From an optimization exercise on the open Yosys and OpenROAD flow, aimed at a short achievable clock period and few clock cycles per item; shortcuts taken in it are not production practice. Where RTL was checked, it was by simulation tests only, not by an equivalence proof against the original. The clock port is modelled as an ideal driver, which makes a skipped or thinned clock tree look cheaper than it is; a real chip needs a root buffer or a tree. Power and IR drop assume default switching activity.

==> module mem_arbiter_nport, before the edit <==
module mem_arbiter_nport #(
    parameter int NUM_PORTS  = 4,
    parameter int BLOCK_SIZE = 32,
    parameter int ARB_MODE   = 1
) (
    input  logic                              clk,
    input  logic                              rst,
    input  logic [NUM_PORTS-1:0]              req_valid,
    input  logic [NUM_PORTS-1:0]              req_write,
    input  logic [NUM_PORTS-1:0]              req_single,
    input  logic [NUM_PORTS*32-1:0]           req_addr,
    input  logic [NUM_PORTS*BLOCK_SIZE*8-1:0] req_wdata,
    output logic [NUM_PORTS-1:0]              grant,
    output logic [NUM_PORTS-1:0]              resp_done,
    output logic [BLOCK_SIZE*8-1:0]           resp_rdata,
    output logic [31:0]                       addr,
    output logic                              write,
    output logic [31:0]                       wdata,
    output logic [1:0]                        transfer,
    input  logic [31:0]                       rdata,
    input  logic                              ready
);
    localparam int NP     = NUM_PORTS;
    localparam int WORDS  = BLOCK_SIZE / 4;
    localparam int LINE_W = BLOCK_SIZE * 8;
    function automatic logic [NP-1:0] rr_pick(input logic [NP-1:0] req, input logic [NP-1:0] after);
        logic [NP-1:0] pick;
        logic          found;
        pick = '0;
        for (int s = 0; s < NP; s++) begin
            if (after[s]) begin
                found = 1'b0;
                for (int i = 1; i <= NP; i++) begin
                    if (!found && req[(s + i) % NP]) begin
                        pick[(s + i) % NP] = 1'b1;
                        found = 1'b1;
                    end
                end
            end
        end
        rr_pick = pick;
    endfunction
    function automatic logic [NP-1:0] between(input logic [NP-1:0] a, input logic [NP-1:0] b);
        logic [NP-1:0] m;
        logic          inRange;
        m = '0;
        for (int s = 0; s < NP; s++) begin
            if (a[s]) begin
                inRange = 1'b1;
                for (int i = 1; i < NP; i++) begin
                    if (b[(s + i) % NP]) inRange = 1'b0;
                    if (inRange) m[(s + i) % NP] = 1'b1;
                end
            end
        end
        between = m;
    endfunction
    logic          commitR;
    logic          nxtVA, nxtVH;
    logic [NP-1:0] freeBtwA, freeBtwH;
    logic [NP-1:0] busyA, busyH;
    logic [NP-1:0] ptrPrev, nxtPrev;
    logic [NP-1:0] ptr;      
    logic [NP-1:0] nxt;      
    logic          nxtV;
    logic [NP-1:0] nxtLo;    
    logic [NP-1:0] nxtHi;    
    logic [NP-1:0] btwFree;  
    logic [NP-1:0] busy;     
    assign ptr     = commitR ? nxtPrev : ptrPrev;
    assign nxtV    = commitR ? nxtVA : nxtVH;
    assign btwFree = commitR ? freeBtwA : freeBtwH;
    assign busy    = commitR ? busyA : busyH;
    logic             idle;       
    logic             selNew;     
    logic             last;       
    logic [NP-1:0]    owner;      
    logic [WORDS-1:0] beatOH;     
    logic [WORDS-1:0] capture;    
    logic [LINE_W-1:32] lineHi;   
    logic [NP-1:0] cand;
    logic          go, commit;
    assign go     = idle || ready;
    assign cand   = req_valid & ~busy;
    assign commit = nxtV && !(|(req_valid & btwFree)) && go && selNew;
    logic [LINE_W-1:0] newLine;
    logic [31:0]       newAddr;
    logic              newWrite, newSingle;
    always_comb begin
        newLine   = '0;
        newAddr   = '0;
        newWrite  = 1'b0;
        newSingle = 1'b0;
        for (int p = 0; p < NP; p++) begin
            newLine[LINE_W/2-1:0] = newLine[LINE_W/2-1:0] | (req_wdata[p*LINE_W +: LINE_W/2] & {(LINE_W/2){nxtLo[p]}});
            newLine[LINE_W-1:LINE_W/2] = newLine[LINE_W-1:LINE_W/2] | (req_wdata[p*LINE_W + LINE_W/2 +: LINE_W/2] & {(LINE_W/2){nxtHi[p]}});
            newAddr   = newAddr | (req_addr[p*32 +: 32] & {32{nxtLo[p]}});
            newWrite  = newWrite | (req_write[p] & nxtLo[p]);
            newSingle = newSingle | (req_single[p] & nxtLo[p]);
        end
        newAddr = newSingle ? {newAddr[31:2], 2'b00} : {newAddr[31:5], 5'b0};
    end
    logic [NP-1:0] pickA, pickH, freeA, freeH, nxtN;
    always_comb begin
        pickA = rr_pick(cand & ~nxt, nxt);        
        pickH = rr_pick(cand, ptr);               
        freeA = ~((busy & ~resp_done) | nxt);
        freeH = ~(busy & ~resp_done);
        nxtN  = commit ? pickA : pickH;
    end
    always_ff @(posedge clk or posedge rst) begin
        if (rst) begin
            commitR  <= 1'b0;
            nxt      <= '0;
            nxtVA    <= 1'b0;
            nxtVH    <= 1'b0;
            freeBtwA <= between(NP'(1) << (NP - 1), '0);
            freeBtwH <= between(NP'(1) << (NP - 1), '0);
            busyA    <= '0;
            busyH    <= '0;
            ptrPrev  <= NP'(1) << (NP - 1);
            nxtPrev  <= NP'(1) << (NP - 1);
        end else begin
            commitR  <= commit;
            nxt      <= nxtN;
            nxtVA    <= |(cand & ~nxt);
            nxtVH    <= |cand;
            freeBtwA <= between(nxt, pickA) & freeA;
            freeBtwH <= between(ptr, pickH) & freeH;
            busyA    <= ~freeA;
            busyH    <= ~freeH;
            ptrPrev  <= ptr;
            nxtPrev  <= nxt;
        end
    end
    always_ff @(posedge clk) nxtLo <= nxtN;
    always_ff @(posedge clk or posedge rst) begin
        if (rst) nxtHi <= '1;
        else     nxtHi <= nxtN;
    end
    logic [1:0]        transferN;
    logic [NP-1:0]     grantN;
    logic              writeN;
    logic [31:0]       addrN;
    logic [31:0]       wdataN;
    always_comb begin
        if (selNew) begin
            transferN = commit ? 2'b10 : 2'b00;
            grantN    = nxtLo;
            writeN    = newWrite;
            addrN     = newAddr;
            wdataN    = newLine[31:0];
        end else begin
            transferN = 2'b11;
            grantN    = grant;
            writeN    = write;
            addrN     = {addr[31:5], addr[4:2] + 3'd1, addr[1:0]};
            wdataN    = '0;
            for (int w = 1; w < WORDS; w++)
                wdataN = wdataN | (lineHi[w*32 +: 32] & {32{beatOH[w-1]}});
        end
    end
    always_ff @(posedge clk or posedge rst) begin
        if (rst) begin
            transfer  <= 2'b00;
            idle      <= 1'b1;
            selNew    <= 1'b1;
            capture   <= '0;
            owner     <= '0;
            resp_done <= '0;
            grant     <= '0;
            write     <= 1'b0;
            addr      <= '0;
            wdata     <= '0;
        end else begin
            resp_done <= (!idle && last && ready) ? owner : '0;
            if (go) begin
                transfer <= transferN;
                grant    <= grantN;
                write    <= writeN;
                addr     <= addrN;
                wdata    <= wdataN;
                if (selNew) begin
                    idle    <= !commit;
                    selNew  <= !commit || newSingle;
                    capture <= (commit && !newWrite) ? WORDS'(1) : '0;
                    owner   <= nxt;
                end else begin
                    selNew  <= beatOH[WORDS-2];
                    capture <= capture << 1;
                end
            end
        end
    end
    always_ff @(posedge clk) begin
        if (selNew) lineHi <= newLine[LINE_W-1:32];
        if (go) begin
            if (selNew) begin
                last   <= newSingle;
                beatOH <= WORDS'(1);
            end else begin
                last   <= beatOH[WORDS-2];
                beatOH <= beatOH << 1;
            end
        end
    end
    always_ff @(posedge clk or posedge rst) begin
        if (rst) begin
            resp_rdata <= '0;
        end else begin
            for (int w = 0; w < WORDS; w++)
                if (capture[w]) resp_rdata[w*32 +: 32] <= rdata;
        end
    end
endmodule
Settings: LEC_CHECK=0, ABC_CLOCK_PERIOD_IN_PS=1500, CAP_MARGIN=20, CORE_AREA=5 5 315 315, DIE_AREA=0 0 320 320, SETUP_SLACK_MARGIN=3.3, SLEW_MARGIN=20; clock period 5.0 ns.
standard.sh (not shown) runs the stock make flow with config.mk's settings and CLKGATE_MAP_FILE= SYNTH_SCRIPT=/design/flow/synth_recipe.tcl, a recipe that flattens the netlist after the stock synthesis.
==> flow/flow/run.sh <==
#!/bin/bash
# Standard ORFS flow with: fast port buffers (buffer_ports uses buf_4, and the resizer may
# change a cell's footprint); I/O pins allowed one routing track apart, with the clock pin
# alone in the middle of the left edge; and a two-level clock tree built by cts_tree.tcl in
# place of TritonCTS (the clock port drives four buffers, each driving the leaf buffers of
# one region of flip-flops); and after CTS, one more setup repair of the paths into the
# registers (post_cts.tcl). ORFS writes each step's log under orfs/logs; make's own output
# goes to make.log.
set -euo pipefail
die=$(grep -o 'DIE_AREA=0 0 [0-9.]* [0-9.]*' standard.sh | awk '{print $4}')
lo=$(awk -v h="$die" 'BEGIN{print int(h/2-10)}'); hi=$(awk -v h="$die" 'BEGIN{print int(h/2+10)}')
sed -e "s|\"\${@:-finish}\"|MATCH_CELL_FOOTPRINT=0 'BUFFER_PORTS_ARGS=-buffer_cell sky130_fd_sc_hd__buf_4' 'PLACE_PINS_ARGS=-min_distance 1 -min_distance_in_tracks -exclude left:$lo-$hi' PRE_IO_PLACEMENT_TCL=$PWD/flow/pins.tcl PRE_CTS_TCL=$PWD/flow/cts_tree.tcl POST_CTS_TCL=$PWD/flow/post_cts.tcl \"\${@:-finish}\"|" standard.sh > flow_standard.sh
bash flow_standard.sh finish > make.log 2>&1
Other scripts of this flow, unchanged in this note and not shown: flow/flow/cts_tree.tcl, flow/flow/pins.tcl, flow/flow/post_cts.tcl
Then changed:
--- a/flow/design.v
+++ b/flow/design.v
@@ -53,26 +53,18 @@
                 end
             end
         end
         between = m;
     endfunction
-    logic          commitR;
-    logic          nxtVA, nxtVH;
-    logic [NP-1:0] freeBtwA, freeBtwH;
-    logic [NP-1:0] busyA, busyH;
-    logic [NP-1:0] ptrPrev, nxtPrev;
     logic [NP-1:0] ptr;      
     logic [NP-1:0] nxt;      
     logic          nxtV;
     logic [NP-1:0] nxtLo;    
     logic [NP-1:0] nxtHi;    
+    logic [NP-1:0] btw;      
     logic [NP-1:0] btwFree;  
     logic [NP-1:0] busy;     
-    assign ptr     = commitR ? nxtPrev : ptrPrev;
-    assign nxtV    = commitR ? nxtVA : nxtVH;
-    assign btwFree = commitR ? freeBtwA : freeBtwH;
-    assign busy    = commitR ? busyA : busyH;
     logic             idle;       
     logic             selNew;     
     logic             last;       
     logic [NP-1:0]    owner;      
     logic [WORDS-1:0] beatOH;     
@@ -98,41 +90,40 @@
             newWrite  = newWrite | (req_write[p] & nxtLo[p]);
             newSingle = newSingle | (req_single[p] & nxtLo[p]);
         end
         newAddr = newSingle ? {newAddr[31:2], 2'b00} : {newAddr[31:5], 5'b0};
     end
-    logic [NP-1:0] pickA, pickH, freeA, freeH, nxtN;
+    logic [NP-1:0] pickA, pickH, btwA, btwH, freeA, freeH;
+    logic [NP-1:0] nxtN, busyN, btwN;
+    logic          nxtVN;
     always_comb begin
         pickA = rr_pick(cand & ~nxt, nxt);        
         pickH = rr_pick(cand, ptr);               
+        btwA  = between(nxt, pickA);
+        btwH  = between(ptr, pickH);
         freeA = ~((busy & ~resp_done) | nxt);
         freeH = ~(busy & ~resp_done);
         nxtN  = commit ? pickA : pickH;
+        nxtVN = commit ? |(cand & ~nxt) : |cand;
+        busyN = commit ? ~freeA : ~freeH;
+        btwN  = commit ? btwA : btwH;
     end
     always_ff @(posedge clk or posedge rst) begin
         if (rst) begin
-            commitR  <= 1'b0;
-            nxt      <= '0;
-            nxtVA    <= 1'b0;
-            nxtVH    <= 1'b0;
-            freeBtwA <= between(NP'(1) << (NP - 1), '0);
-            freeBtwH <= between(NP'(1) << (NP - 1), '0);
-            busyA    <= '0;
-            busyH    <= '0;
-            ptrPrev  <= NP'(1) << (NP - 1);
-            nxtPrev  <= NP'(1) << (NP - 1);
-        end else begin
-            commitR  <= commit;
-            nxt      <= nxtN;
-            nxtVA    <= |(cand & ~nxt);
-            nxtVH    <= |cand;
-            freeBtwA <= between(nxt, pickA) & freeA;
-            freeBtwH <= between(ptr, pickH) & freeH;
-            busyA    <= ~freeA;
-            busyH    <= ~freeH;
-            ptrPrev  <= ptr;
-            nxtPrev  <= nxt;
+            ptr     <= NP'(1) << (NP - 1);
+            nxt     <= '0;
+            nxtV    <= 1'b0;
+            busy    <= '0;
+            btw     <= between(NP'(1) << (NP - 1), '0);
+            btwFree <= between(NP'(1) << (NP - 1), '0);
+        end else begin
+            busy    <= busyN;
+            nxt     <= nxtN;
+            nxtV    <= nxtVN;
+            btw     <= btwN;
+            btwFree <= commit ? (btwA & freeA) : (btwH & freeH);
+            if (commit) ptr <= nxt;
         end
     end
     always_ff @(posedge clk) nxtLo <= nxtN;
     always_ff @(posedge clk or posedge rst) begin
         if (rst) nxtHi <= '1;
Area after synthesis falls slightly.
Worst hold slack gains 7.7 ps.
Cell count went down slightly.
Sequential power climbs by about a fifth.
Total power grows by well over a third.
Wire length goes up slightly.
Testbench counts after the change, summed over its fixed seeds: cycles 12,747, items 2,048.
For the first run of this note, only the layout was checked, not whether the RTL still works. In every run of this note, the design's own scripts or RTL, not TritonCTS, make the clock network.

[static timing again, ports no longer ideal]
How much do the figures lean on ideal ports? The routed layouts below were timed once more, with nothing changed but the port constraints.
Step 1 (the two cells are an assumption about what drives the block):
set clk [get_ports {clk}]
set_driving_cell -lib_cell sky130_fd_sc_hd__clkbuf_16 $clk
set_driving_cell -lib_cell sky130_fd_sc_hd__buf_2 [delete_from_list [all_inputs] $clk]
Step 2 moves the port delays by t, midway between the first and last clock arrival at a register: inputs arrive t later, outputs are due t later. That takes back most of the time a late clock gives input paths.
Slacks: ideal ports / drivers / drivers and shift; pairs: ideal ports / drivers.
run | t (ns) | setup slack, ns | worst setup path after step 2 | latest minus earliest clock arrival (ns) | cell pins on the clock port's net
the first run | 0.522 | 2.928 / 2.892 / 2.464 | input to register | 0.060 / 0.060 | 4
the second run | 0.528 | 3.004 / 2.885 / 2.532 | input to register | 0.070 / 0.070 | 4
After both steps every run listed still meets setup and hold. For the second run, which loses most, drivers alone change the setup slack by -0.119 ns; drivers and shift together by -0.472 ns.
